From an optimization exercise on the open Yosys and OpenROAD flow, aimed at small area and a short achievable clock period; shortcuts taken in it are not production practice. No run shown here included a check of the RTL's function; only the layout flow was run. Power is estimated from default activity; no workload was simulated.

[design/flow/flow/run.sh]
#!/bin/bash
# The standard layout (standard.sh), with one change: the port buffers
# that global placement inserts are plain sky130_fd_sc_hd__buf_1 cells
# instead of the delay cells buffer_ports picks by default.
# make's full output goes to standard.log; ORFS keeps each step's log
# under orfs/logs/.
set -euo pipefail
export BUFFER_PORTS_ARGS="-buffer_cell sky130_fd_sc_hd__buf_1"
bash standard.sh > standard.log 2>&1
[design/flow/standard.sh]
#!/bin/bash
# synth_recipe.tcl (not shown) runs the flow's synth.tcl, then flattens the netlist and writes it again
# the make line also repeats each setting of config.mk as NAME=value (left out here)
make -C /OpenROAD-flow-scripts/flow DESIGN_CONFIG=/design/flow/config.mk WORK_HOME=/design/flow/orfs CLKGATE_MAP_FILE= SYNTH_SCRIPT=/design/flow/synth_recipe.tcl "${@:-finish}"
[design/flow/config.mk]
export PLATFORM = sky130hd
export DESIGN_NAME = rob_top
export DESIGN_NICKNAME = rob_top
export VERILOG_FILES = /design/flow/design.v
export SDC_FILE = /design/flow/constraint.sdc
export NUM_CORES = 4
export LEC_CHECK = 0
export ABC_AREA = 1
export CAP_MARGIN = 20
export CORE_MARGIN = 2
export CORE_UTILIZATION = 40
export CTS_CLUSTER_DIAMETER = 80
export CTS_CLUSTER_SIZE = 30
export PLACE_DENSITY = 0.6
export SETUP_SLACK_MARGIN = 3.6
export SLEW_MARGIN = 20
[design/flow/constraint.sdc]
create_clock -name core_clock -period 7.0 [get_ports {clk}]
set_input_delay 1.4000 -clock core_clock [delete_from_list [all_inputs] [get_ports {clk}]]
set_output_delay 1.4000 -clock core_clock [all_outputs]
set_load 0.01 [all_outputs]
[design/flow/design.v]
`timescale 1ns/1ps
`default_nettype none
package rob_cfg_pkg;
    localparam int WAY = 2;
    localparam int ROB_DEPTH    = 16;
    localparam int ROB_ID_WIDTH = 4;
    localparam int ARCH_WIDTH = 5;
    localparam int PRF_WIDTH  = 6;
    localparam int CDB_CHANNELS = 3;
    localparam int FULL_THRESHOLD = 2 * WAY;
    typedef logic [ROB_ID_WIDTH-1:0] rob_id_t;
    typedef logic [ROB_ID_WIDTH:0]   rob_ptr_t;
endpackage
`default_nettype wire
`timescale 1ns/1ps
`default_nettype none
module rob_top (
    input  logic         clk,
    input  logic         rst_n,
    input  logic         alloc_en,
    input  logic [27:0]  alloc_lanes,
    output logic [7:0]   tail_ids,
    input  logic [116:0] cdb,
    output logic [23:0]  commit_lanes,
    output logic         flush,
    output logic [31:0]  redirect_pc,
    output logic         full,
    output logic [1:0]   status
);
    localparam int N    = rob_cfg_pkg::ROB_DEPTH;
    localparam int NP   = N / 2;
    localparam int NCDB = rob_cfg_pkg::CDB_CHANNELS;
    function automatic logic [3:0] inc4(input logic [3:0] x);
        inc4 = {x[3] ^ (x[2] & x[1] & x[0]), x[2] ^ (x[1] & x[0]), x[1] ^ x[0], !x[0]};
    endfunction
    function automatic logic [3:0] dec4(input logic [3:0] x);
        dec4 = {x[3] ^ !(x[2] | x[1] | x[0]), x[2] ^ !(x[1] | x[0]), x[1] ^ !x[0], !x[0]};
    endfunction
    function automatic logic [2:0] inc3(input logic [2:0] x);
        inc3 = {x[2] ^ (x[1] & x[0]), x[1] ^ x[0], !x[0]};
    endfunction
    function automatic logic lt4(input logic [3:0] a, input logic [3:0] b);
        logic [3:0] e;
        e = ~(a ^ b);
        lt4 = (!a[3] && b[3])
            || (e[3] && !a[2] && b[2])
            || (e[3] && e[2] && !a[1] && b[1])
            || (e[3] && e[2] && e[1] && !a[0] && b[0]);
    endfunction
    logic [N-1:0]  st_a, st_b;
    logic [10:0]   e_d [N];     
    logic [3:0]  head;
    logic [2:0]  tail3;         
    logic [3:0]  occ;           
    logic        full_r, empty_r;
    logic        c0_r, c1_r, flush_r;
    logic [10:0] l0_r, l1_r;
    logic        mp_v;          
    logic [3:0]  mp_id;         
    logic [31:0] mp_pc;
    assign tail_ids     = {tail3, 1'b1, tail3, 1'b0};
    assign full         = full_r;
    assign status       = {full_r, empty_r};
    assign flush        = flush_r;
    assign redirect_pc  = mp_pc;
    assign commit_lanes = {c1_r, l1_r, c0_r, l0_r};
    logic [NCDB-1:0]       cv, ctk;
    logic [NCDB-1:0][3:0]  cid;
    logic [NCDB-1:0][31:0] cpc;
    logic [1:0]            la, lb, ldai;
    logic [1:0][10:0]      ld;
    always_comb begin
        for (int c = 0; c < NCDB; c++) begin
            cv[c]  = cdb[c*39 + 38];
            cid[c] = cdb[c*39 + 34 +: 4];
            ctk[c] = cdb[c*39 + 32];
            cpc[c] = cdb[c*39 +: 32];
        end
        for (int l = 0; l < 2; l++) begin
            ld[l]   = alloc_lanes[l*14 + 3 +: 11];
            ldai[l] = alloc_lanes[l*14 + 2];
            la[l] = !alloc_lanes[l*14 + 2] && (!alloc_lanes[l*14 + 1] ||  alloc_lanes[l*14 + 0]);
            lb[l] = !alloc_lanes[l*14 + 2] && (!alloc_lanes[l*14 + 1] || !alloc_lanes[l*14 + 0]);
        end
    end
    logic       clr, acc;
    logic [3:0] hn, hn1, k, k_in;
    logic       k0, k1, kge2, kge11, kge13;
    assign clr  = !rst_n || flush_r;
    assign acc  = alloc_en && !full_r;
    assign hn   = c1_r ? inc4(inc4(head)) : c0_r ? inc4(head) : head;
    assign hn1  = inc4(hn);
    assign k    = c1_r ? dec4(dec4(occ)) : c0_r ? dec4(occ) : occ;
    assign k0    = (k == 4'd0);
    assign k1    = (k == 4'd1);
    assign kge2  = k[3] || k[2] || k[1];
    assign kge11 = k[3] && (k[2] || (k[1] && k[0]));
    assign kge13 = k[3] && k[2] && (k[1] || k[0]);
    assign k_in  = {k[3] ^ (k[2] & k[1]), k[2] ^ k[1], !k[1], k[0]};    
    always_ff @(posedge clk) begin
        if (clr) begin
            head    <= '0;
            tail3   <= '0;
            occ     <= '0;
            full_r  <= 1'b0;
            empty_r <= 1'b1;
        end else begin
            head    <= hn;
            tail3   <= acc ? inc3(tail3) : tail3;
            occ     <= acc ? k_in : k;
            full_r  <= acc ? kge11 : kge13;
            empty_r <= !acc && k0;
        end
    end
    logic [N-1:0] hit;
    always_comb begin
        for (int i = 0; i < N; i++) begin
            hit[i] = 1'b0;
            for (int c = 0; c < NCDB; c++)
                if (cv[c] && (cid[c] == 4'(i))) hit[i] = 1'b1;
        end
    end
    always_ff @(posedge clk) begin
        for (int i = 0; i < N; i++) begin
            if (tail3 == 3'(i / 2)) e_d[i] <= ld[i%2];
            if (hit[i]) begin
                st_a[i] <= 1'b0;
                st_b[i] <= 1'b0;
            end else if (tail3 == 3'(i / 2)) begin
                st_a[i] <= la[i%2];
                st_b[i] <= lb[i%2];
            end
        end
    end
    logic [2:0]  pe, po;
    logic [10:0] dev, dod, ds0, ds1;
    logic        aev, bev, aod, bod, sa0, sb0, sa1, sb1;
    logic        hit0, hit1, cmis0, cmis1;
    logic        rdy0, rdy1, live0, live1, mis0, mis1, c0_n, c1_n;
    assign po  = hn[3:1];
    assign pe  = hn1[3:1];
    assign dev = e_d[{pe, 1'b0}];
    assign dod = e_d[{po, 1'b1}];
    assign aev = st_a[{pe, 1'b0}];
    assign bev = st_b[{pe, 1'b0}];
    assign aod = st_a[{po, 1'b1}];
    assign bod = st_b[{po, 1'b1}];
    assign ds0 = hn[0] ? dod : dev;
    assign ds1 = hn[0] ? dev : dod;
    assign sa0 = hn[0] ? aod : aev;
    assign sb0 = hn[0] ? bod : bev;
    assign sa1 = hn[0] ? aev : aod;
    assign sb1 = hn[0] ? bev : bod;
    always_comb begin
        hit0 = 1'b0; hit1 = 1'b0; cmis0 = 1'b0; cmis1 = 1'b0;
        for (int c = 0; c < NCDB; c++) begin
            if (cv[c] && (cid[c] == hn)) begin
                hit0  = 1'b1;
                cmis0 = cmis0 || (ctk[c] ? (!sa0 && sb0) : (sa0 && !sb0));
            end
            if (cv[c] && (cid[c] == hn1)) begin
                hit1  = 1'b1;
                cmis1 = cmis1 || (ctk[c] ? (!sa1 && sb1) : (sa1 && !sb1));
            end
        end
    end
    assign live0 = !k0 || acc;
    assign live1 = kge2 || acc;
    assign rdy0  = !k0 ? ((!sa0 && !sb0) || hit0) : ldai[0];
    assign rdy1  = kge2 ? ((!sa1 && !sb1) || hit1) : k1 ? ldai[0] : ldai[1];
    assign mis0  = !k0 && ((mp_v && (mp_id == hn))  || cmis0);
    assign mis1  = kge2 && ((mp_v && (mp_id == hn1)) || cmis1);
    assign c0_n  = !clr && live0 && rdy0;
    assign c1_n  = c0_n && !mis0 && live1 && rdy1;
    always_ff @(posedge clk) begin
        c0_r    <= c0_n;
        c1_r    <= c1_n;
        flush_r <= c0_n && (mis0 || (live1 && rdy1 && mis1));
        l0_r    <= !k0 ? ds0 : ld[0];
        l1_r    <= kge2 ? ds1 : k1 ? ld[0] : ld[1];
    end
    logic [NCDB-1:0] cmis, cwrap, cbeat, csel;
    logic            hwrap;
    assign hwrap = lt4(mp_id, head);
    always_comb begin
        for (int c = 0; c < NCDB; c++) begin
            cmis[c]  = cv[c] && (ctk[c] ? !st_a[cid[c]] : !st_b[cid[c]]);
            cwrap[c] = lt4(cid[c], head);
            cbeat[c] = !mp_v || (lt4(cid[c], mp_id) ^ cwrap[c] ^ hwrap);
        end
        for (int c = 0; c < NCDB; c++) begin
            csel[c] = cmis[c] && cbeat[c];
            for (int d = 0; d < NCDB; d++)
                if (d != c)
                    csel[c] = csel[c] && (!cmis[d] || (lt4(cid[c], cid[d]) ^ cwrap[c] ^ cwrap[d]));
        end
    end
    always_ff @(posedge clk) begin
        if (clr) mp_v <= 1'b0;
        else     mp_v <= mp_v || (|cmis);
        if (csel[0]) begin
            mp_pc <= cpc[0];
            mp_id <= cid[0];
        end else if (csel[1]) begin
            mp_pc <= cpc[1];
            mp_id <= cid[1];
        end else if (csel[2]) begin
            mp_pc <= cpc[2];
            mp_id <= cid[2];
        end
    end
endmodule
`default_nettype wire
==> impl_metrics.xml, run 1 <==
<?xml version="1.0" encoding="UTF-8"?>
<metrics>
  <group name="status">
    <metric name="run_status" unit="">complete, no violations</metric>
  </group>
  <group name="critical_path">
    <metric name="setup.worst_path.end_class" unit="">flop</metric>
    <metric name="critical_path.max_stage_delay" unit="ns">0.36</metric>
    <metric name="critPathKind" unit="">input pin to flop</metric>
    <metric name="critical_path.slowest_cell" unit="">a221o_1</metric>
    <metric name="worst-path-max-fanout" unit="">5</metric>
    <metric name="setup.worst_path.start_class" unit="">input pin</metric>
    <metric name="critical_path_required" unit="ns">7.24</metric>
    <metric name="cp_cell_sequence" unit="">buf_12, clkinvlp_4, buf_4, ha_4, nand2_4, inv_1, a221o_1, a31oi_4, nand2_2, nand3_4, buf_12, nand2_8, o211ai_1, buf_4, clkbuf_16</metric>
    <metric name="critical_path_arrival" unit="ns">3.58</metric>
  </group>
  <group name="die">
    <metric name="coreArea" unit="um2">38500</metric>
    <metric name="floorplan.die_area" unit="um2">40500</metric>
    <metric name="io-pin-count" unit="">216</metric>
    <metric name="std_cell_rows" unit="">72</metric>
    <metric name="initial_utilization" unit="%">40.4</metric>
    <metric name="fp.dieH" unit="um">201</metric>
    <metric name="dieWidth" unit="um">201</metric>
  </group>
  <group name="drt">
    <metric name="drt_iter0_markers" unit="">1363</metric>
    <metric name="drt_pass1_iterations" unit="">5</metric>
    <metric name="via_count" unit="">14200</metric>
    <metric name="post_drt_wl_per_cell" unit="um">20.1</metric>
    <metric name="antenna_violating_nets_post_route" unit="">0</metric>
    <metric name="drc" unit="">0</metric>
    <metric name="post_drt_via_cell_ratio" unit="">5.48</metric>
    <metric name="detail_route.wirelength" unit="mm">52.1</metric>
  </group>
  <group name="clocking">
    <metric name="worst_setup_hold_path_clk_slew" unit="ns">0.09</metric>
    <metric name="cts_made_buffers" unit="">17</metric>
    <metric name="tritoncts_num_sinks" unit="">283</metric>
    <metric name="tritoncts_clock_tree" unit="">done</metric>
    <metric name="cts_buffer_depth" unit="">3</metric>
    <metric name="ctsRootBufferMaster" unit="">clkbuf_16</metric>
    <metric name="htreeDepth" unit="">1</metric>
    <metric name="insertion_delay" unit="ns">0.55</metric>
  </group>
  <group name="logic_synthesis">
    <metric name="yosys.area_share.xor_xnor" unit="%">1.35</metric>
    <metric name="synth.top_cells.by_area" unit="">edfxtp_1 41%, nand2_1 11%, dfxtp_1 9.1%, nand3_1 7.2%, inv_1 4.3%</metric>
    <metric name="synthCells" unit="">1826</metric>
    <metric name="synth_largest_type_area_fraction" unit="%">40.9</metric>
    <metric name="avgSynthCellArea" unit="um2">8.51</metric>
    <metric name="synth.yosys.seq_area_share" unit="%">50.1</metric>
    <metric name="async_reset_ff_share" unit="%">0</metric>
    <metric name="ys.warnings.count" unit="">2</metric>
    <metric name="post_synth_mux_area_share" unit="%">0</metric>
    <metric name="ys_ff_latch" unit="">283</metric>
    <metric name="synth_cell_type_count" unit="">65</metric>
    <metric name="synth_edf_count" unit="">212</metric>
    <metric name="dominantRegCellSynth" unit="">edfxtp_1</metric>
    <metric name="netlist_area_before_placement" unit="um2">15500</metric>
    <metric name="synth_simple_gate_area_share" unit="%">27.5</metric>
    <metric name="synth-adder-area-share" unit="%">2.01</metric>
    <metric name="synth_top_cell_by_area" unit="">edfxtp_1</metric>
    <metric name="synth.net_count" unit="">1999</metric>
    <metric name="synth_top_family_by_area" unit="">simple AND/OR/NAND/NOR gates</metric>
    <metric name="share_of_the_synthesized_area_in_compound_gates_ao_oa_aoi_oai" unit="%">11.0</metric>
  </group>
  <group name="job">
    <metric name="max_cap_viol_count" unit="">0</metric>
  </group>
  <group name="grt">
    <metric name="grt_overflow_total" unit="">0</metric>
    <metric name="grt_start_max_net_pins" unit="">50</metric>
    <metric name="globalRouteTotalUtil" unit="%">24.5</metric>
    <metric name="grt_first_pass_wirelength" unit="mm">77.3</metric>
    <metric name="grt_antenna_before_repair" unit="">1</metric>
    <metric name="via_count_of_the_first_global_routing_pass" unit="">13200</metric>
  </group>
  <group name="finish">
    <metric name="nets" unit="">2239</metric>
    <metric name="drive_gt1_share" unit="%">14.0</metric>
    <metric name="areaGrowthSynthToFinish" unit="%">20.0</metric>
    <metric name="insertedDiodeCount" unit="">0</metric>
    <metric name="num-fill-cells" unit="">3716</metric>
  </group>
  <group name="power_and_ir_drop">
    <metric name="gate_power_share" unit="%">54.9</metric>
    <metric name="p_int" unit="mW">4.37</metric>
    <metric name="clock_power_share" unit="%">13.4</metric>
    <metric name="p_switching" unit="mW">3.85</metric>
    <metric name="seq_power_share" unit="%">31.7</metric>
    <metric name="leakagePower" unit="nW">7.42</metric>
    <metric name="switching_share" unit="%">46.8</metric>
    <metric name="max-vdd-ir-drop" unit="uV">262</metric>
    <metric name="power-per-cell-area" unit="nW/um2">440</metric>
  </group>
  <group name="min_path">
    <metric name="hp-class" unit="">flop to flop</metric>
  </group>
  <group name="place">
    <metric name="io_buffer_count" unit="">210</metric>
    <metric name="dp_worst_setup_slack" unit="ns">1.62</metric>
    <metric name="dp_hpwl" unit="mm">33.9</metric>
    <metric name="globalplace.congestion" unit="">0.910</metric>
  </group>
  <group name="timing">
    <metric name="finalSetupViolCount" unit="">0</metric>
    <metric name="final.setup.tns" unit="ns">0</metric>
    <metric name="rsz0062_at_grt" unit="">yes</metric>
    <metric name="measured_slew_at_the_worst_slew_check_pin" unit="ns">0.740</metric>
    <metric name="timing.final.max_slew_violations" unit="">0</metric>
    <metric name="layout_worst_path_cycle_share" unit="%">47.7</metric>
    <metric name="fin_worst_skew" unit="ns">0.0590</metric>
    <metric name="max_freq" unit="MHz">299</metric>
    <metric name="slew-limit-headroom" unit="%">50.5</metric>
    <metric name="fin_ws" unit="ns">3.66</metric>
    <metric name="report.final.hold_viol_count" unit="">0</metric>
    <metric name="timing.final.crit_period" unit="ns">3.34</metric>
  </group>
</metrics>
## per-stage QoR
stage	utilization (%)	power (mW)	std cells	hold slack, ns	area (um2)
after floorplan	-	5.34	1826	0.439	15700
after global placement	43.6	6.45	2496	0.451	16800
after detailed placement	43.6	6.49	2496	0.458	16800
after CTS	46.7	7.96	2563	0.472	18000
after global routing	48.5	8.73	2595	0.497	18700
final	48.5	8.22	2595	0.470	18700
## registers in the layout (all words and copies together) (netlist names)
register / cells
c0_r: 1
c1_r: 1
e_d: 176
empty_r: 1
flush_r: 1
full_r: 1
head: 4
l0_r: 11
l1_r: 11
mp_id: 4
mp_pc: 32
mp_v: 1
occ: 4
st_a: 16
st_b: 16
tail3: 3
## placed cells by master, fill, tap and decap left out, types with 5 or more instances in the layout
cell type / synthesis / final
a21oi_1: 62 / 59
a221oi_1: 6 / 5
a22o_1: 6 / 6
a22oi_1: 12 / 12
a31oi_1: 12 / 9
buf_1: 1 / 198
buf_12: 1 / 9
buf_4: 14 / 60
buf_6: 10 / 18
clkbuf_16: 0 / 20
clkinvlp_4: 0 / 13
dfxtp_1: 71 / 67
edfxtp_1: 212 / 212
ha_1: 25 / 19
ha_4: 0 / 6
inv_1: 180 / 168
inv_2: 18 / 15
nand2_1: 476 / 458
nand2_2: 14 / 22
nand2_4: 7 / 13
nand2_8: 0 / 6
nand3_1: 223 / 223
nand3_2: 6 / 6
nand4_1: 51 / 51
nor2_1: 108 / 91
nor2_2: 6 / 7
nor2_4: 2 / 20
nor3_1: 13 / 9
nor3_2: 2 / 5
o2111ai_1: 6 / 6
o211ai_1: 13 / 13
o21ai_0: 78 / 71
o21ai_1: 21 / 28
o221ai_1: 6 / 6
o22ai_1: 26 / 26
or2_2: 12 / 11
xor2_1: 22 / 21
## final timing paths
path              depth (start not counted)     start  endpoint  slack (ns)
setup / recovery                         15   cdb[37]  mp_pc[9]        3.66
hold / removal                            2  st_a[14]  st_a[14]        0.47
setup reg to reg                         18   head[0]   l1_r[7]        3.85
hold reg to reg                           2  st_a[14]  st_a[14]        0.47
## power groups by stage
| stage | registers [mW] | logic [mW] | clock network (mW) |
|---|---|---|---|
| CTS | 2.59 | 4.24 | 1.12 |
| detailed placement | 2.63 | 3.87 | 0 |
| finish | 2.60 | 4.51 | 1.10 |
| global placement | 2.62 | 3.83 | 0 |
| floorplan | 2.65 | 2.69 | 0 |
| global route | 2.64 | 4.92 | 1.18 |
## cells in the mapped netlist, drive strengths merged (12+ instances only)
library cell  number
nand2            497
nand4             51
nor2             118
a31oi             13
inv              199
xor2              22
nor3              15
o21ai            101
clkbuf            12
or2               16
edfxtp           212
ha                25
nand3            230
o211ai            13
a22oi             12
buf               66
a21oi             64
dfxtp             71
o22ai             27
## worst max-delay path, delay by kind of cell
family | cells | cell delay [ns]
AO/OA/AOI/OAI | 3 | 0.73
adder cells (fa/ha/maj) | 1 | 0.23
buffers and inverters | 7 | 0.87
AND/OR/NAND/NOR | 4 | 0.33
## metal layers
metal | share of wire (%) | GRT usage [%] | wire length, um
met1 | 43 | 33.6 | 22300
met2 | 47 | 40.5 | 24400
met3 | 7.3 | 3.34 | 3820
met4 | 3.0 | 7.28 | 1570
met5 | 0.025 | 0 | 13
## kinds of logic (layout without fill, tap and decap cells)
| logic type | Yosys count | after routing |
|---|---|---|
| buffers and inverters | 277 | 522 |
| adders and majority gates | 25 | 25 |
| and+or+nand+nor | 941 | 947 |
| AOI/OAI and AO/OA | 274 | 274 |
| other | 2 | 2 |
| xor gates and xnor gates | 24 | 24 |
| DFF | 283 | 283 |
## layout make-up
| cell class | instances | area, um2 | area share [%] |
|---|---|---|---|
| inverters | 199 | 810 | 4.34 |
| multi-input cells | 1272 | 7100 | 38.0 |
| flip-flops and latches | 283 | 7790 | 41.8 |
| clock inverters | 8 | 97.6 | 0.523 |
| repair buffers | 293 | 1750 | 9.37 |
| well taps | 518 | 648 | 3.47 |
| clock buffers | 22 | 465 | 2.49 |
## what timing repair did
| item | in CTS | in global routing |
|---|---|---|
| setup buffers | 29 | 28 |
| endpoints found under the setup margin | 98 | 97 |
| resized for setup | 84 | 93 |
| pin swaps | 13 | 36 |
| hold buffers | 0 | 0 |
| gates cloned | 8 | 4 |
==> inputs of run 2 (changes only) <==
--- a/design/flow/config.mk
+++ b/design/flow/config.mk
@@ -14,3 +14,3 @@
 export PLACE_DENSITY = 0.6
-export SETUP_SLACK_MARGIN = 3.6
+export SETUP_SLACK_MARGIN = 3.3
 export SLEW_MARGIN = 20
==> impl_metrics.xml, run 2 <==
<?xml version="1.0" encoding="UTF-8"?>
<metrics>
  <group name="power_and_ir_drop">
    <metric name="p_switching" unit="mW">3.75</metric>
    <metric name="seq_power_share" unit="%">32.8</metric>
    <metric name="power-per-cell-area" unit="nW/um2">443</metric>
    <metric name="switching_share" unit="%">47.4</metric>
    <metric name="p_int" unit="mW">4.16</metric>
    <metric name="clock_power_share" unit="%">14.1</metric>
    <metric name="max-vdd-ir-drop" unit="uV">293</metric>
    <metric name="gate_power_share" unit="%">53.1</metric>
    <metric name="leakagePower" unit="nW">7.13</metric>
  </group>
  <group name="drt">
    <metric name="drt_iter0_markers" unit="">1433</metric>
    <metric name="via_count" unit="">14100</metric>
    <metric name="detail_route.wirelength" unit="mm">50.7</metric>
    <metric name="post_drt_wl_per_cell" unit="um">19.8</metric>
    <metric name="post_drt_via_cell_ratio" unit="">5.54</metric>
    <metric name="drc" unit="">0</metric>
    <metric name="antenna_violating_nets_post_route" unit="">0</metric>
    <metric name="drt_pass1_iterations" unit="">5</metric>
  </group>
  <group name="timing">
    <metric name="fin_ws" unit="ns">3.33</metric>
    <metric name="layout_worst_path_cycle_share" unit="%">52.5</metric>
    <metric name="fin_worst_skew" unit="ns">0.0255</metric>
    <metric name="timing.final.max_slew_violations" unit="">0</metric>
    <metric name="slew-limit-headroom" unit="%">50.2</metric>
    <metric name="rsz0062_at_grt" unit="">yes</metric>
    <metric name="timing.final.crit_period" unit="ns">3.67</metric>
    <metric name="finalSetupViolCount" unit="">0</metric>
    <metric name="max_freq" unit="MHz">272</metric>
    <metric name="final.setup.tns" unit="ns">0</metric>
    <metric name="report.final.hold_viol_count" unit="">0</metric>
    <metric name="measured_slew_at_the_worst_slew_check_pin" unit="ns">0.745</metric>
  </group>
  <group name="grt">
    <metric name="globalRouteTotalUtil" unit="%">23.9</metric>
    <metric name="grt_antenna_before_repair" unit="">4</metric>
    <metric name="grt_first_pass_wirelength" unit="mm">76.3</metric>
    <metric name="grt_start_max_net_pins" unit="">50</metric>
    <metric name="grt_overflow_total" unit="">0</metric>
    <metric name="via_count_of_the_first_global_routing_pass" unit="">13300</metric>
  </group>
  <group name="critical_path">
    <metric name="cpLargestDelayFamily" unit="">buffers and inverters</metric>
    <metric name="crit-reg2reg-capture" unit="">l0_r[6]</metric>
    <metric name="cp_cell_sequence" unit="">buf_2, nor2_1, inv_2, o21ai_0, o21ai_0, nand4_1, a21oi_1, nand2_1, inv_2, nand3_2, nand2_4, buf_12, o211ai_1, buf_4, clkbuf_16</metric>
    <metric name="setup.worst_path.start_class" unit="">input pin</metric>
    <metric name="worst-path-max-fanout" unit="">19</metric>
    <metric name="regToRegSetupSlack" unit="ns">3.49</metric>
    <metric name="critical_path.max_stage_delay" unit="ns">0.28</metric>
    <metric name="critical_path.slowest_cell" unit="">buf_2</metric>
    <metric name="r2r_cells" unit="">20</metric>
    <metric name="critical_path_required" unit="ns">7.28</metric>
    <metric name="critPathKind" unit="">input pin to flop</metric>
    <metric name="critical_path_arrival" unit="ns">3.96</metric>
    <metric name="regToRegStartpoint" unit="">head[1]</metric>
    <metric name="setup.worst_path.end_class" unit="">flop</metric>
    <metric name="critical_path.n_buffers_inverters" unit="">6</metric>
  </group>
  <group name="logic_synthesis">
    <metric name="synth.top_cells.by_area" unit="">edfxtp_1 41%, nand2_1 11%, dfxtp_1 9.1%, nand3_1 7.2%, inv_1 4.3%</metric>
    <metric name="synth.net_count" unit="">1999</metric>
    <metric name="synth_edf_count" unit="">212</metric>
    <metric name="synth_cell_type_count" unit="">65</metric>
    <metric name="netlist_area_before_placement" unit="um2">15500</metric>
    <metric name="synthCells" unit="">1826</metric>
    <metric name="most_common_library_cells_after_synthesis" unit="">476 x nand2_1, 223 x nand3_1, 212 x edfxtp_1</metric>
    <metric name="dominantRegCellSynth" unit="">edfxtp_1</metric>
    <metric name="avgSynthCellArea" unit="um2">8.51</metric>
    <metric name="synth_top_cell_by_area" unit="">edfxtp_1</metric>
    <metric name="synth.yosys.seq_area_share" unit="%">50.1</metric>
    <metric name="synth_largest_type_area_fraction" unit="%">40.9</metric>
    <metric name="ys_ff_latch" unit="">283</metric>
    <metric name="async_reset_ff_share" unit="%">0</metric>
    <metric name="yosysMostFrequentCell" unit="">nand2_1</metric>
    <metric name="ys.warnings.count" unit="">2</metric>
  </group>
  <group name="die">
    <metric name="dieWidth" unit="um">201</metric>
    <metric name="io-pin-count" unit="">216</metric>
    <metric name="std_cell_rows" unit="">72</metric>
    <metric name="initial_utilization" unit="%">40.4</metric>
    <metric name="floorplan.die_area" unit="um2">40500</metric>
    <metric name="fp.dieH" unit="um">201</metric>
    <metric name="coreArea" unit="um2">38500</metric>
  </group>
  <group name="finish">
    <metric name="num-fill-cells" unit="">3836</metric>
    <metric name="nets" unit="">2196</metric>
    <metric name="mostFrequentLayoutCell" unit="">nand2_1</metric>
    <metric name="number_of_flip_flops_under_the_largest_register_name" unit="">176</metric>
    <metric name="areaGrowthSynthToFinish" unit="%">14.8</metric>
    <metric name="layout.cells.most_common_list" unit="">463 x nand2_1, 223 x nand3_1, 212 x edfxtp_1</metric>
    <metric name="top_regs" unit="">e_d x176, mp_pc x32</metric>
    <metric name="largest-register" unit="">e_d</metric>
    <metric name="drive_gt1_share" unit="%">10.7</metric>
  </group>
  <group name="clocking">
    <metric name="post_cts_hold_buffer_count" unit="">0</metric>
    <metric name="worst_setup_hold_path_clk_slew" unit="ns">0.09</metric>
    <metric name="tritoncts_num_sinks" unit="">283</metric>
    <metric name="cts_buffer_depth" unit="">3</metric>
    <metric name="cts_made_buffers" unit="">16</metric>
    <metric name="tritoncts_clock_tree" unit="">done</metric>
    <metric name="insertion_delay" unit="ns">0.52</metric>
    <metric name="ctsRootBufferMaster" unit="">clkbuf_16</metric>
    <metric name="htreeDepth" unit="">1</metric>
  </group>
  <group name="place">
    <metric name="dp_hpwl" unit="mm">34.1</metric>
    <metric name="dp_worst_setup_slack" unit="ns">1.90</metric>
    <metric name="io_buffer_count" unit="">210</metric>
    <metric name="globalplace.congestion" unit="">0.960</metric>
  </group>
  <group name="status">
    <metric name="run_status" unit="">complete, no violations</metric>
  </group>
  <group name="min_path">
    <metric name="worst_hold_path.endpoint" unit="">st_b[14]</metric>
    <metric name="hp-class" unit="">flop to flop</metric>
    <metric name="hold_path_startpoint" unit="">st_b[14]</metric>
    <metric name="worst_hold_path.num_cells" unit="">2</metric>
  </group>
  <group name="job">
    <metric name="max_cap_viol_count" unit="">0</metric>
  </group>
</metrics>
## run 2: cell types whose count changed in the layout (fill, tap and decap cells not counted), sizes merged, moves of 2 or more
cell      change
buf          -41
inv           +6
clkinvlp      -5
bufbuf        -2
clkbuf        +2
diode         +2
nand3         -2
## run 2: what timing repair did
item | 4_1_cts | 5_1_grt
cloned | 1 | 5
setup endpoints to repair | 96 | 94
pin swaps | 1 | 2
buffers inserted | 3 | 13
gates resized for setup | 32 | 43
hold endpoints to repair | 0 | 0
## run 2: logic make-up after synthesis
group / Yosys count / synth area share [%]
adders and majority gates: 25 / 2.01
and+or+nand+nor: 941 / 27.5
AOI/OAI and AO/OA: 274 / 11.0
buffers and inverters: 277 / 7.96
other: 2 / 0.0483
xor gates and xnor gates: 24 / 1.35
DFF: 283 / 50.1
## run 2: cell type report
type	count	area, um2	area share, %
multi-input combinational	1268	6790	38.0
timing repair buffer	254	1270	7.10
timing repair inverter	1	5.00	0.0280
clock inverter	9	129	0.722
antenna	2	5.00	0.0280
clock buffer	19	433	2.43
tap	518	648	3.63
sequential	283	7790	43.7
inverter	199	783	4.39
## run 2: through the flow
step                utilization (%)  power (mW)  instance area, um2  hold slack, ns  cells
finish                         46.4        7.91               17900           0.467   2553
floorplan                         -        5.34               15700           0.439   1826
detailed placement             43.7        6.53               16800           0.454   2501
CTS                            45.5        7.72               17500           0.466   2533
global placement               43.6        6.46               16800           0.451   2500
global route                   46.4        8.45               17800           0.485   2551
## run 2: power groups by stage
stage | sequential (mW) | combinational, mW | clock, mW
final | 2.60 | 4.20 | 1.12
after global routing | 2.64 | 4.61 | 1.20
after CTS | 2.59 | 3.99 | 1.14
after detailed placement | 2.63 | 3.90 | 0
after global placement | 2.62 | 3.84 | 0
after floorplan | 2.65 | 2.69 | 0
## run 2: routing by layer
layer  wire length, um  GRT usage (%)
met1             21700           32.6
met2             23800           40.1
met3              3810           3.26
met4              1300           6.35
met5                13              0
## run 2: how the worst max path moves through the flow
| stage | start | end | slack [ns] | cells past startpoint |
|---|---|---|---|---|
| 4_1_cts | cdb[115] | mp_id[2] | 3.32 | 13 |
| 6_report | cdb[113] | mp_id[2] | 3.33 | 15 |
| 2_1_floorplan | cdb[37] | mp_id[0] | 2.35 | 9 |
| 3_3_place_gp | cdb[74] | mp_pc[12] | 1.86 | 14 |
| 3_5_place_dp | cdb[74] | mp_pc[12] | 1.90 | 14 |
| 5_1_grt | occ[0] | c1_r | 3.26 | 19 |
## run 2: worst register-to-register path, cell delays in order, from the launching register on
cell        delay [ns]
dfxtp_4           0.40
ha_1              0.29
nand2_1           0.09
nand3_2           0.21
nand2_8           0.16
clkinvlp_4        0.19
ha_2              0.27
inv_1             0.09
nand2_2           0.07
nand2_4           0.18
nor2_1            0.06
buf_4             0.20
nand2_1           0.14
clkinvlp_4        0.12
buf_2             0.19
nand2_1           0.07
nand3_1           0.10
nor3b_2           0.36
nand2_1           0.09
nand3_1           0.09
nand2_1           0.06
==> inputs of run 3 (changes only) <==
--- a/design/flow/config.mk
+++ b/design/flow/config.mk
@@ -14,3 +14,3 @@
 export PLACE_DENSITY = 0.6
-export SETUP_SLACK_MARGIN = 3.3
+export SETUP_SLACK_MARGIN = 3.0
 export SLEW_MARGIN = 20
==> impl_metrics.xml, run 3 <==
<?xml version="1.0" encoding="UTF-8"?>
<metrics>
  <group name="grt">
    <metric name="grt_start_max_net_pins" unit="">50</metric>
    <metric name="grt_overflow_total" unit="">0</metric>
    <metric name="via_count_of_the_first_global_routing_pass" unit="">13300</metric>
    <metric name="grt_first_pass_wirelength" unit="mm">76.2</metric>
    <metric name="globalRouteTotalUtil" unit="%">23.9</metric>
    <metric name="grt_antenna_before_repair" unit="">4</metric>
  </group>
  <group name="place">
    <metric name="dp_hpwl" unit="mm">34.1</metric>
    <metric name="io_buffer_count" unit="">210</metric>
    <metric name="globalplace.congestion" unit="">0.960</metric>
  </group>
  <group name="drt">
    <metric name="detail_route.wirelength" unit="mm">49.7</metric>
    <metric name="dr.max_layer_used" unit="">met5</metric>
    <metric name="drc" unit="">0</metric>
    <metric name="post_drt_via_cell_ratio" unit="">5.53</metric>
    <metric name="met2_length" unit="mm">23.3</metric>
    <metric name="route.met3.wl" unit="mm">3.71</metric>
    <metric name="post_drt_wl_per_cell" unit="um">19.6</metric>
    <metric name="via_count" unit="">14000</metric>
    <metric name="drt_iter0_markers" unit="">1343</metric>
    <metric name="drt_pass1_iterations" unit="">5</metric>
    <metric name="drt-met1-wl" unit="mm">21.4</metric>
    <metric name="antenna_violating_nets_post_route" unit="">0</metric>
  </group>
  <group name="finish">
    <metric name="drive_gt1_share" unit="%">8.93</metric>
    <metric name="num-fill-cells" unit="">3868</metric>
    <metric name="number_of_flip_flops_under_the_largest_register_name" unit="">176</metric>
    <metric name="multi_input_area" unit="um2">6680</metric>
    <metric name="finalCoreUtilization" unit="%">45.5</metric>
    <metric name="top_regs" unit="">e_d x176, mp_pc x32</metric>
    <metric name="areaGrowthSynthToFinish" unit="%">12.5</metric>
    <metric name="mostFrequentLayoutCell" unit="">nand2_1</metric>
    <metric name="nets" unit="">2178</metric>
    <metric name="regArea" unit="um2">7790</metric>
    <metric name="largest-register" unit="">e_d</metric>
    <metric name="layout.cells.most_common_list" unit="">469 x nand2_1, 223 x nand3_1, 212 x edfxtp_1</metric>
  </group>
  <group name="clocking">
    <metric name="insertion_delay" unit="ns">0.53</metric>
    <metric name="tritoncts_clock_tree" unit="">done</metric>
    <metric name="htreeDepth" unit="">1</metric>
    <metric name="tritoncts_num_sinks" unit="">283</metric>
    <metric name="post_cts_hold_buffer_count" unit="">0</metric>
    <metric name="ctsRootBufferMaster" unit="">clkbuf_16</metric>
    <metric name="cts_buffer_depth" unit="">3</metric>
    <metric name="cts_made_buffers" unit="">16</metric>
    <metric name="worst_setup_hold_path_clk_slew" unit="ns">0.09</metric>
  </group>
  <group name="logic_synthesis">
    <metric name="yosys.area_share.xor_xnor" unit="%">1.35</metric>
    <metric name="synth_cell_type_count" unit="">65</metric>
    <metric name="most_common_library_cells_after_synthesis" unit="">476 x nand2_1, 223 x nand3_1, 212 x edfxtp_1</metric>
    <metric name="synth_edf_count" unit="">212</metric>
    <metric name="synth_top_cell_by_area" unit="">edfxtp_1</metric>
    <metric name="synth.yosys.seq_area_share" unit="%">50.1</metric>
    <metric name="synth-adder-area-share" unit="%">2.01</metric>
    <metric name="synthCells" unit="">1826</metric>
    <metric name="avgSynthCellArea" unit="um2">8.51</metric>
    <metric name="async_reset_ff_share" unit="%">0</metric>
    <metric name="synth.top_cells.by_area" unit="">edfxtp_1 41%, nand2_1 11%, dfxtp_1 9.1%, nand3_1 7.2%, inv_1 4.3%</metric>
    <metric name="post_synth_mux_area_share" unit="%">0</metric>
    <metric name="share_of_the_synthesized_area_in_compound_gates_ao_oa_aoi_oai" unit="%">11.0</metric>
    <metric name="netlist_area_before_placement" unit="um2">15500</metric>
    <metric name="synth.net_count" unit="">1999</metric>
    <metric name="dominantRegCellSynth" unit="">edfxtp_1</metric>
    <metric name="synth_top_family_by_area" unit="">simple AND/OR/NAND/NOR gates</metric>
    <metric name="ys_ff_latch" unit="">283</metric>
    <metric name="ys.warnings.count" unit="">2</metric>
    <metric name="synth_largest_type_area_fraction" unit="%">40.9</metric>
    <metric name="synth_simple_gate_area_share" unit="%">27.5</metric>
    <metric name="yosysMostFrequentCell" unit="">nand2_1</metric>
  </group>
  <group name="power_and_ir_drop">
    <metric name="leakagePower" unit="nW">7.03</metric>
    <metric name="power-per-cell-area" unit="nW/um2">440</metric>
    <metric name="max-vdd-ir-drop" unit="uV">283</metric>
    <metric name="fin_total_pwr" unit="mW">7.70</metric>
  </group>
  <group name="timing">
    <metric name="finalSetupViolCount" unit="">0</metric>
    <metric name="slew-limit-headroom" unit="%">51.0</metric>
    <metric name="rsz0062_at_grt" unit="">no</metric>
    <metric name="max_freq" unit="MHz">259</metric>
    <metric name="timing.final.crit_period" unit="ns">3.86</metric>
    <metric name="timing.final.max_slew_violations" unit="">0</metric>
    <metric name="measured_slew_at_the_worst_slew_check_pin" unit="ns">0.732</metric>
    <metric name="fin_worst_skew" unit="ns">0.0303</metric>
    <metric name="layout_worst_path_cycle_share" unit="%">55.1</metric>
    <metric name="final.setup.tns" unit="ns">0</metric>
    <metric name="report.final.hold_viol_count" unit="">0</metric>
  </group>
  <group name="critical_path">
    <metric name="critical_path.n_buffers_inverters" unit="">5</metric>
    <metric name="critical_path.max_stage_delay" unit="ns">0.52</metric>
    <metric name="critical_path_arrival" unit="ns">4.13</metric>
    <metric name="setup.worst_path.end_class" unit="">flop</metric>
    <metric name="critical_path_required" unit="ns">7.27</metric>
    <metric name="critPathKind" unit="">input pin to flop</metric>
    <metric name="worst-path-max-fanout" unit="">37</metric>
    <metric name="setup.worst_path.start_class" unit="">input pin</metric>
    <metric name="cp_cell_sequence" unit="">buf_2, clkinvlp_4, nor2_1, o21ai_0, a41oi_1, nor2_1, nand2_1, inv_2, o21ai_2, nor2_8, nand2_4, buf_6, o211ai_1, buf_12</metric>
    <metric name="cpLargestDelayFamily" unit="">buffers and inverters</metric>
    <metric name="regToRegStartpoint" unit="">head[1]</metric>
    <metric name="cell_repeated_most_along_the_worst_path" unit="">nor2_1</metric>
    <metric name="worst_setup_path_startpoint" unit="">cdb[37]</metric>
    <metric name="critical_path.slowest_cell" unit="">nor2_1</metric>
  </group>
  <group name="min_path">
    <metric name="hp-class" unit="">flop to flop</metric>
    <metric name="hold_path_startpoint" unit="">st_b[14]</metric>
  </group>
  <group name="die">
    <metric name="floorplan.die_area" unit="um2">40500</metric>
    <metric name="std_cell_rows" unit="">72</metric>
    <metric name="io-pin-count" unit="">216</metric>
    <metric name="fp.dieH" unit="um">201</metric>
    <metric name="initial_utilization" unit="%">40.4</metric>
    <metric name="dieWidth" unit="um">201</metric>
    <metric name="coreArea" unit="um2">38500</metric>
  </group>
  <group name="status">
    <metric name="run_status" unit="">complete, no violations</metric>
  </group>
  <group name="job">
    <metric name="max_cap_viol_count" unit="">0</metric>
  </group>
</metrics>
## run 3: cell types whose count changed in the layout (fill, tap and decap cells not counted), moves of 4 or more
cell        delta
nand2_1        +6
buf_4          -9
clkbuf_4       -4
clkbuf_2       +4
inv_1          +6
clkinvlp_4     -6
nor2_4         -5
## run 3: final timing paths
kind | endpoint | slack (ns) | cells after the start
hold reg to reg | st_b[14] | 0.47 | 2
setup reg to reg | l1_r[10] | 3.30 | 19
hold / removal | st_b[14] | 0.47 | 2
setup / recovery | mp_id[1] | 3.14 | 14
## run 3: kinds of logic (layout without fill, tap and decap cells)
| family | after synthesis | in the layout |
|---|---|---|
| compound gates | 274 | 274 |
| fa+ha+maj | 25 | 25 |
| simple gates | 941 | 942 |
| other cells | 2 | 4 |
| xor+xnor | 24 | 24 |
| flops | 283 | 283 |
| buf+inv | 277 | 465 |
## run 3: layer usage
metal / vias up / track usage (%)
li1: 6630 / -
met1: 6693 / 32.5
met2: 600 / 40.1
met3: 87 / 3.34
met4: 2 / 6.35
met5: - / 0
## run 3: cell type report
cell class	count	share of cell area, %
clock inverter	9	0.737
inverter	199	4.33
multi-input combinational	1267	38.2
antenna	2	0.0286
clock buffer	19	2.47
timing repair buffer	238	6.01
sequential	283	44.5
tap	518	3.70
## run 3: repair_timing
item                       CTS  global route
pin swaps                    1             1
setup buffers                2             1
setup endpoints to repair   94            95
gates cloned                 1             0
resized for setup           15            14
## run 3: worst reg2reg max path, delay by kind of cell (launching register included)
family	cells	cell delay (ns)
simple gates	12	1.69
compound gates	1	0.10
flops	1	0.47
fa+ha+maj	2	0.55
buf+inv	4	0.77
## run 3: per-stage QoR
| stage | cell area [um2] | setup slack (ns) | hold slack [ns] | std cells |
|---|---|---|---|---|
| 3_3_place_gp | 16800 | 1.86 | 0.451 | 2500 |
| 5_1_grt | 17500 | 2.98 | 0.485 | 2533 |
| 3_5_place_dp | 16800 | 1.90 | 0.454 | 2501 |
| 6_report | 17500 | 3.14 | 0.467 | 2535 |
| 4_1_cts | 17400 | 3.01 | 0.466 | 2532 |
| 2_1_floorplan | 15700 | 2.35 | 0.439 | 1826 |
## run 3: report_power, final
group | internal [mW] | switching, mW
clock | 0.487 | 0.628
sequential | 2.35 | 0.243
combinational | 1.21 | 2.79
==> inputs of run 4 (changes only) <==
--- a/design/flow/config.mk
+++ b/design/flow/config.mk
@@ -14,3 +14,3 @@
 export PLACE_DENSITY = 0.6
-export SETUP_SLACK_MARGIN = 3.0
+export SETUP_SLACK_MARGIN = 3.75
 export SLEW_MARGIN = 20
==> impl_metrics.xml, run 4 <==
<?xml version="1.0" encoding="UTF-8"?>
<metrics>
  <group name="drt">
    <metric name="post_drt_wl_per_cell" unit="um">20.8</metric>
    <metric name="detail_route.wirelength" unit="mm">54.7</metric>
    <metric name="via_count" unit="">14700</metric>
    <metric name="post_drt_via_cell_ratio" unit="">5.57</metric>
    <metric name="drt_pass1_iterations" unit="">6</metric>
    <metric name="antenna_violating_nets_post_route" unit="">0</metric>
    <metric name="drt_iter0_markers" unit="">1722</metric>
    <metric name="drc" unit="">0</metric>
  </group>
  <group name="grt">
    <metric name="grt_overflow_total" unit="">0</metric>
    <metric name="grt_antenna_before_repair" unit="">3</metric>
    <metric name="grt_first_pass_wirelength" unit="mm">80.8</metric>
    <metric name="grt_start_max_net_pins" unit="">50</metric>
    <metric name="via_count_of_the_first_global_routing_pass" unit="">13500</metric>
    <metric name="globalRouteTotalUtil" unit="%">25.8</metric>
  </group>
  <group name="critical_path">
    <metric name="worst_setup_path_startpoint" unit="">cdb[34]</metric>
    <metric name="regToRegStartpoint" unit="">head[1]</metric>
    <metric name="setup.worst_path.start_class" unit="">input pin</metric>
    <metric name="worst-path-max-fanout" unit="">8</metric>
    <metric name="crit-reg2reg-capture" unit="">l0_r[2]</metric>
    <metric name="critical_path_arrival" unit="ns">3.61</metric>
    <metric name="critPathKind" unit="">input pin to flop</metric>
    <metric name="setup.worst_path.end_class" unit="">flop</metric>
    <metric name="critical_path_required" unit="ns">7.24</metric>
    <metric name="regToRegSetupSlack" unit="ns">3.87</metric>
    <metric name="r2r_cells" unit="">19</metric>
  </group>
  <group name="min_path">
    <metric name="worst_hold_path.num_cells" unit="">2</metric>
    <metric name="worst_hold_path.endpoint" unit="">st_a[14]</metric>
    <metric name="hold_path_startpoint" unit="">st_a[14]</metric>
    <metric name="hp-class" unit="">flop to flop</metric>
  </group>
  <group name="finish">
    <metric name="layoutNonFillerInstCount" unit="">2635</metric>
    <metric name="layout.cells.most_common_list" unit="">454 x nand2_1, 219 x nand3_1, 212 x edfxtp_1</metric>
    <metric name="drive_gt1_share" unit="%">16.6</metric>
    <metric name="nets" unit="">2277</metric>
    <metric name="num-fill-cells" unit="">3619</metric>
    <metric name="areaGrowthSynthToFinish" unit="%">24.5</metric>
    <metric name="top_regs" unit="">e_d x176, mp_pc x32</metric>
    <metric name="mostFrequentLayoutCell" unit="">nand2_1</metric>
    <metric name="largest-register" unit="">e_d</metric>
    <metric name="number_of_flip_flops_under_the_largest_register_name" unit="">176</metric>
  </group>
  <group name="die">
    <metric name="io-pin-count" unit="">216</metric>
    <metric name="dieWidth" unit="um">201</metric>
    <metric name="fp.dieH" unit="um">201</metric>
    <metric name="floorplan.die_area" unit="um2">40500</metric>
    <metric name="initial_utilization" unit="%">40.4</metric>
    <metric name="std_cell_rows" unit="">72</metric>
    <metric name="coreArea" unit="um2">38500</metric>
  </group>
  <group name="timing">
    <metric name="report.final.hold_viol_count" unit="">0</metric>
    <metric name="slew-limit-headroom" unit="%">48.6</metric>
    <metric name="max_freq" unit="MHz">297</metric>
    <metric name="fin_worst_skew" unit="ns">0.0578</metric>
    <metric name="timing.final.crit_period" unit="ns">3.36</metric>
    <metric name="measured_slew_at_the_worst_slew_check_pin" unit="ns">0.768</metric>
    <metric name="finalSetupViolCount" unit="">0</metric>
    <metric name="rsz0062_at_grt" unit="">yes</metric>
    <metric name="final.setup.tns" unit="ns">0</metric>
    <metric name="layout_worst_path_cycle_share" unit="%">48.0</metric>
    <metric name="whs" unit="ns">0.471</metric>
    <metric name="timing.final.max_slew_violations" unit="">0</metric>
  </group>
  <group name="logic_synthesis">
    <metric name="yosysMostFrequentCell" unit="">nand2_1</metric>
    <metric name="synth.yosys.seq_area_share" unit="%">50.1</metric>
    <metric name="synth.top_cells.by_area" unit="">edfxtp_1 41%, nand2_1 11%, dfxtp_1 9.1%, nand3_1 7.2%, inv_1 4.3%</metric>
    <metric name="dominantRegCellSynth" unit="">edfxtp_1</metric>
    <metric name="async_reset_ff_share" unit="%">0</metric>
    <metric name="synth_largest_type_area_fraction" unit="%">40.9</metric>
    <metric name="synth_edf_count" unit="">212</metric>
    <metric name="netlist_area_before_placement" unit="um2">15500</metric>
    <metric name="avgSynthCellArea" unit="um2">8.51</metric>
    <metric name="ys.warnings.count" unit="">2</metric>
    <metric name="synthCells" unit="">1826</metric>
    <metric name="synth.net_count" unit="">1999</metric>
    <metric name="synth_top_cell_by_area" unit="">edfxtp_1</metric>
    <metric name="synth_cell_type_count" unit="">65</metric>
    <metric name="ys_ff_latch" unit="">283</metric>
    <metric name="most_common_library_cells_after_synthesis" unit="">476 x nand2_1, 223 x nand3_1, 212 x edfxtp_1</metric>
  </group>
  <group name="clocking">
    <metric name="htreeDepth" unit="">1</metric>
    <metric name="tritoncts_num_sinks" unit="">283</metric>
    <metric name="worst_setup_hold_path_clk_slew" unit="ns">0.09</metric>
    <metric name="tritoncts_clock_tree" unit="">done</metric>
    <metric name="ctsRootBufferMaster" unit="">clkbuf_16</metric>
    <metric name="post_cts_hold_buffer_count" unit="">0</metric>
    <metric name="insertion_delay" unit="ns">0.56</metric>
    <metric name="cts_buffer_depth" unit="">3</metric>
    <metric name="cts_made_buffers" unit="">18</metric>
  </group>
  <group name="job">
    <metric name="max_cap_viol_count" unit="">0</metric>
  </group>
  <group name="power_and_ir_drop">
    <metric name="power-per-cell-area" unit="nW/um2">446</metric>
    <metric name="leakagePower" unit="nW">7.74</metric>
    <metric name="max-vdd-ir-drop" unit="uV">264</metric>
  </group>
  <group name="status">
    <metric name="run_status" unit="">complete, no violations</metric>
  </group>
  <group name="place">
    <metric name="io_buffer_count" unit="">210</metric>
    <metric name="dp_hpwl" unit="mm">33.9</metric>
    <metric name="dpl.cell_count" unit="">2497</metric>
    <metric name="globalplace.congestion" unit="">0.981</metric>
  </group>
</metrics>
run 4: kinds of logic after synthesis:
group	Yosys count	share of synthesized area (%)
AOI/OAI and AO/OA	274	11.0
adders and majority gates	25	2.01
other	2	0.0483
xor gates and xnor gates	24	1.35
buffers and inverters	277	7.96
DFF	283	50.1
and+or+nand+nor	941	27.5
run 4: how the worst max path moves through the flow:
stage                endpoint  slack (ns)  cells past startpoint
floorplan            mp_id[0]        2.35                      9
global placement     mp_pc[7]        1.66                     14
detailed placement  mp_pc[12]        1.66                     14
CTS                 mp_pc[19]        3.68                     16
global route         mp_pc[9]        3.55                     19
finish              mp_pc[13]        3.64                     19
run 4: layer usage:
metal / track usage, % / vias to the layer above / wire (um)
met5: 0 / - / 26
met4: 8.73 / 4 / 2000
met3: 3.16 / 128 / 4700
met2: 42.6 / 745 / 25500
met1: 35.2 / 6970 / 22400
li1: - / 6832 / -
run 4: layout make-up:
| type | instances | area, um2 | area share (%) |
|---|---|---|---|
| sequential | 283 | 7800 | 40.3 |
| multi-input combinational | 1271 | 7200 | 37.2 |
| timing repair buffer | 330 | 2220 | 11.5 |
| inverter | 199 | 828 | 4.28 |
| tap | 518 | 648 | 3.35 |
| clock buffer | 21 | 472 | 2.44 |
| clock inverter | 11 | 176 | 0.912 |
| timing repair inverter | 1 | 7.51 | 0.0388 |
| antenna | 1 | 2.50 | 0.0129 |
run 4: stage by stage:
step	cell area (um2)	power [mW]	setup slack, ns	utilization, %
3_3_place_gp	16800	6.44	1.66	43.6
5_1_grt	19300	9.14	3.55	50.3
3_5_place_dp	16800	6.49	1.66	43.6
4_1_cts	18800	8.37	3.68	48.8
2_1_floorplan	15700	5.34	2.35	-
6_report	19400	8.64	3.64	50.3
run 4: timing repair:
item	4_1_cts	5_1_grt
setup endpoints to repair	98	97
gates cloned	14	2
buffers inserted	58	31
resized for setup	163	79
pin swaps	30	47
run 4: power breakdown:
group | switching, mW | total, mW | internal (mW)
combinational | 3.11 | 4.83 | 1.72
sequential | 0.253 | 2.61 | 2.36
clock | 0.664 | 1.20 | 0.536
total | 4.03 | 8.64 | 4.61
run 4: worst max-delay path, stage by stage:
cell,delay [ns]
buf_8,0.14
clkinv_8,0.10
nor2_4,0.13
buf_4,0.15
nand2_1,0.05
o21ai_1,0.10
o21ai_1,0.11
a41oi_2,0.22
nor2_2,0.08
nand2_2,0.11
inv_2,0.07
nand2_2,0.10
buf_12,0.12
nand3_4,0.08
buf_12,0.13
o211ai_1,0.09
buf_6,0.17
buf_12,0.13
buf_16,0.11
==> inputs of run 5 (changes only) <==
--- a/design/flow/config.mk
+++ b/design/flow/config.mk
@@ -10,7 +10,7 @@
 export CORE_MARGIN = 2
-export CORE_UTILIZATION = 40
+export CORE_UTILIZATION = 55
 export CTS_CLUSTER_DIAMETER = 80
 export CTS_CLUSTER_SIZE = 30
-export PLACE_DENSITY = 0.6
-export SETUP_SLACK_MARGIN = 3.75
+export PLACE_DENSITY = 0.7
+export SETUP_SLACK_MARGIN = 3.6
 export SLEW_MARGIN = 20
==> impl_metrics.xml, run 5 <==
<?xml version="1.0" encoding="UTF-8"?>
<metrics>
  <group name="grt">
    <metric name="gr-usage-met1" unit="%">44.2</metric>
    <metric name="global_route_met3_utilization" unit="%">4.44</metric>
    <metric name="grt_start_max_net_pins" unit="">50</metric>
    <metric name="grtUsageMet2" unit="%">55.1</metric>
    <metric name="top_usage_layer" unit="">met2</metric>
    <metric name="globalRouteTotalUtil" unit="%">32.9</metric>
    <metric name="grt_antenna_before_repair" unit="">0</metric>
    <metric name="grt_first_pass_wirelength" unit="mm">74.1</metric>
    <metric name="grt_overflow_total" unit="">0</metric>
    <metric name="via_count_of_the_first_global_routing_pass" unit="">13100</metric>
  </group>
  <group name="critical_path">
    <metric name="critical_path.slowest_cell" unit="">ha_4</metric>
    <metric name="setup.worst_path.end_class" unit="">flop</metric>
    <metric name="cpLargestDelayFamily" unit="">buffers and inverters</metric>
    <metric name="critical_path.max_stage_delay" unit="ns">0.31</metric>
    <metric name="critical_path.n_buffers_inverters" unit="">5</metric>
    <metric name="cp_cell_sequence" unit="">buf_12, clkinvlp_4, ha_4, nand3_1, inv_1, a21oi_1, nand2_1, a31oi_4, xor2_2, nand2_4, nand3_4, o211ai_1, buf_6, clkbuf_16</metric>
    <metric name="worst-path-max-fanout" unit="">7</metric>
    <metric name="critPathKind" unit="">input pin to flop</metric>
    <metric name="critical_path_arrival" unit="ns">3.69</metric>
    <metric name="setup.worst_path.start_class" unit="">input pin</metric>
    <metric name="critical_path_required" unit="ns">7.30</metric>
  </group>
  <group name="logic_synthesis">
    <metric name="async_reset_ff_share" unit="%">0</metric>
    <metric name="netlist_area_before_placement" unit="um2">15500</metric>
    <metric name="synth.yosys.seq_area_share" unit="%">50.1</metric>
    <metric name="most_common_library_cells_after_synthesis" unit="">476 x nand2_1, 223 x nand3_1, 212 x edfxtp_1</metric>
    <metric name="yosysMostFrequentCell" unit="">nand2_1</metric>
    <metric name="dominantRegCellSynth" unit="">edfxtp_1</metric>
    <metric name="avgSynthCellArea" unit="um2">8.51</metric>
    <metric name="synth_edf_count" unit="">212</metric>
    <metric name="synth_largest_type_area_fraction" unit="%">40.9</metric>
    <metric name="ys_ff_latch" unit="">283</metric>
    <metric name="synth_cell_type_count" unit="">65</metric>
    <metric name="ys.warnings.count" unit="">2</metric>
    <metric name="synth.top_cells.by_area" unit="">edfxtp_1 41%, nand2_1 11%, dfxtp_1 9.1%, nand3_1 7.2%, inv_1 4.3%</metric>
    <metric name="synth_top_cell_by_area" unit="">edfxtp_1</metric>
    <metric name="synthCells" unit="">1826</metric>
    <metric name="synth.net_count" unit="">1999</metric>
  </group>
  <group name="timing">
    <metric name="slew-limit-headroom" unit="%">49.6</metric>
    <metric name="timing.final.crit_period" unit="ns">3.40</metric>
    <metric name="measured_slew_at_the_worst_slew_check_pin" unit="ns">0.751</metric>
    <metric name="timing.final.max_slew_violations" unit="">0</metric>
    <metric name="fin_worst_skew" unit="ns">0.0242</metric>
    <metric name="max_freq" unit="MHz">294</metric>
    <metric name="final.setup.tns" unit="ns">0</metric>
    <metric name="whs" unit="ns">0.472</metric>
    <metric name="layout_worst_path_cycle_share" unit="%">48.5</metric>
    <metric name="finalSetupViolCount" unit="">0</metric>
    <metric name="rsz0062_at_grt" unit="">yes</metric>
    <metric name="report.final.hold_viol_count" unit="">0</metric>
  </group>
  <group name="clocking">
    <metric name="cts_buffer_depth" unit="">3</metric>
    <metric name="ctsRootBufferMaster" unit="">clkbuf_16</metric>
    <metric name="worst_setup_hold_path_clk_slew" unit="ns">0.11</metric>
    <metric name="tritoncts_num_sinks" unit="">283</metric>
    <metric name="post_cts_hold_buffer_count" unit="">0</metric>
    <metric name="htreeDepth" unit="">1</metric>
    <metric name="insertion_delay" unit="ns">0.52</metric>
    <metric name="cts_made_buffers" unit="">15</metric>
    <metric name="tritoncts_clock_tree" unit="">done</metric>
  </group>
  <group name="place">
    <metric name="dpl.cell_count" unit="">2359</metric>
    <metric name="io_buffer_count" unit="">210</metric>
    <metric name="dp_hpwl" unit="mm">32.8</metric>
    <metric name="globalplace.congestion" unit="">0.941</metric>
  </group>
  <group name="finish">
    <metric name="num-fill-cells" unit="">2328</metric>
    <metric name="largest-register" unit="">e_d</metric>
    <metric name="layout.cells.most_common_list" unit="">458 x nand2_1, 222 x nand3_1, 212 x edfxtp_1</metric>
    <metric name="mostFrequentLayoutCell" unit="">nand2_1</metric>
    <metric name="finalCoreUtilization" unit="%">65.9</metric>
    <metric name="insertedDiodeCount" unit="">0</metric>
    <metric name="number_of_flip_flops_under_the_largest_register_name" unit="">176</metric>
    <metric name="regArea" unit="um2">7800</metric>
    <metric name="multi_input_area" unit="um2">7050</metric>
    <metric name="drive_gt1_share" unit="%">13.7</metric>
    <metric name="layoutNonFillerInstCount" unit="">2449</metric>
    <metric name="top_regs" unit="">e_d x176, mp_pc x32</metric>
    <metric name="nets" unit="">2237</metric>
    <metric name="areaGrowthSynthToFinish" unit="%">17.7</metric>
  </group>
  <group name="status">
    <metric name="run_status" unit="">complete, no violations</metric>
  </group>
  <group name="die">
    <metric name="dieWidth" unit="um">172</metric>
    <metric name="initial_utilization" unit="%">56.0</metric>
    <metric name="fp.dieH" unit="um">172</metric>
    <metric name="coreArea" unit="um2">27800</metric>
    <metric name="io-pin-count" unit="">216</metric>
    <metric name="floorplan.die_area" unit="um2">29600</metric>
    <metric name="std_cell_rows" unit="">61</metric>
  </group>
  <group name="drt">
    <metric name="drt_iter0_markers" unit="">1618</metric>
    <metric name="antenna_violating_nets_post_route" unit="">0</metric>
    <metric name="post_drt_via_cell_ratio" unit="">5.94</metric>
    <metric name="post_drt_wl_per_cell" unit="um">20.8</metric>
    <metric name="drc" unit="">0</metric>
    <metric name="via_count" unit="">14500</metric>
    <metric name="detail_route.wirelength" unit="mm">51.0</metric>
    <metric name="drt_pass1_iterations" unit="">6</metric>
  </group>
  <group name="power_and_ir_drop">
    <metric name="fin_total_pwr" unit="mW">8.19</metric>
    <metric name="power-per-cell-area" unit="nW/um2">448</metric>
    <metric name="leakagePower" unit="nW">7.34</metric>
    <metric name="max-vdd-ir-drop" unit="uV">312</metric>
  </group>
  <group name="job">
    <metric name="max_cap_viol_count" unit="">0</metric>
  </group>
  <group name="min_path">
    <metric name="hp-class" unit="">flop to flop</metric>
  </group>
</metrics>
-- run 5: changes by cell type in the layout (fill, tap and decap cells not counted), moves of 5 or more --
cell / change
buf_4: -21
clkbuf_4: +5
o21ai_0: +17
o21ai_1: -16
buf_6: -7
buf_12: -6
nor2_4: -5
nand2_4: -5
-- run 5: worst paths after layout --
check | start | to | slack (ns) | depth (start not counted)
worst min-delay path | st_b[15] | st_b[15] | 0.47 | 2
worst min register to register | st_b[15] | st_b[15] | 0.47 | 2
worst max-delay path | cdb[76] | mp_pc[14] | 3.60 | 14
worst max register to register | head[0] | flush_r | 3.76 | 19
-- run 5: cells by family (layout without fill, tap and decap cells) --
logic type	Yosys count	in the layout	share of synthesized area, %
xor+xnor	24	24	1.35
simple gates	941	947	27.5
buf+inv	277	516	7.96
other cells	2	2	0.0483
fa+ha+maj	25	25	2.01
compound gates	274	274	11.0
flops	283	283	50.1
-- run 5: area by class of cell --
type,count,area share (%)
Clock buffer,18,2.11
Clock inverter,6,0.492
Inverter,199,4.42
Multi-Input combinational cell,1272,38.5
Sequential cell,283,42.6
Tap cell,378,2.58
Timing Repair Buffer,293,9.28
-- run 5: timing repair --
action                     CTS  global route
resized for setup           70            83
pin swaps                   10            27
setup endpoints to repair   97            96
gates cloned                 7             3
buffers inserted            20            36
-- run 5: per-layer routing --
metal  vias to the layer above  part of all wire, %
met2                       846                   48
met5                         -                    0
met1                      6804                   39
met4                         0                  3.5
li1                       6753                    -
met3                       138                  9.6
-- run 5: worst register-to-register path, delay by kind of cell, from the launching register on --
| kind | cells | cell delay [ns] |
|---|---|---|
| adders and majority gates | 1 | 0.31 |
| and+or+nand+nor | 13 | 1.65 |
| buffers and inverters | 2 | 0.35 |
| AOI/OAI and AO/OA | 3 | 0.44 |
| DFF | 1 | 0.39 |
-- run 5: power breakdown --
| group | switching [mW] | internal (mW) | total (mW) | leakage (nW) |
|---|---|---|---|---|
| Combinational | 3.04 | 1.55 | 4.59 | 4.55 |
| Sequential | 0.239 | 2.35 | 2.59 | 2.56 |
| Clock | 0.584 | 0.428 | 1.01 | 0.229 |
-- run 5: metrics by stage --
step / area (um2) / setup slack, ns
after floorplan: 15700 / 2.35
after global placement: 16600 / 1.69
after detailed placement: 16600 / 1.70
after CTS: 17600 / 3.61
after global routing: 18300 / 3.52
final: 18300 / 3.60

afterwards: timing with drivers on the ports:
No port has a modelled driver above. Below, the same layouts with a new extraction and two added sets of constraints. Step 1: set_driving_cell puts a clkbuf_16 on clk and a buf_2 on each other input, an assumption about the parent block. Step 2 also shifts input and output timing later by t, the mid clock arrival at the registers, as if the neighbouring blocks saw the same clock. a / b / c = ideal ports / drivers / drivers and shift; a / b = the first two.
| run | t (ns) | setup slack, ns | latest minus earliest clock arrival (ns) | worst slew at a driven data input, ns | pins driven straight from the clock port |
|---|---|---|---|---|---|
| run 1 | 0.572 | 3.659 / 3.636 / 3.064 | 0.059 / 0.059 | 0.07 | 1 |
| run 2 | 0.568 | 3.328 / 3.353 / 2.786 | 0.027 / 0.027 | 0.07 | 1 |
| run 3 | 0.568 | 3.142 / 3.175 / 2.607 | 0.034 / 0.034 | 0.07 | 1 |
| run 4 | 0.585 | 3.638 / 3.623 / 3.038 | 0.058 / 0.058 | 0.08 | 1 |
| run 5 | 0.562 | 3.604 / 3.583 / 3.021 | 0.026 / 0.026 | 0.07 | 1 |
After both steps every run listed still meets setup and hold. The setup slack of run 4, which loses most, moves by -0.015 ns with the drivers and by -0.600 ns with both steps.
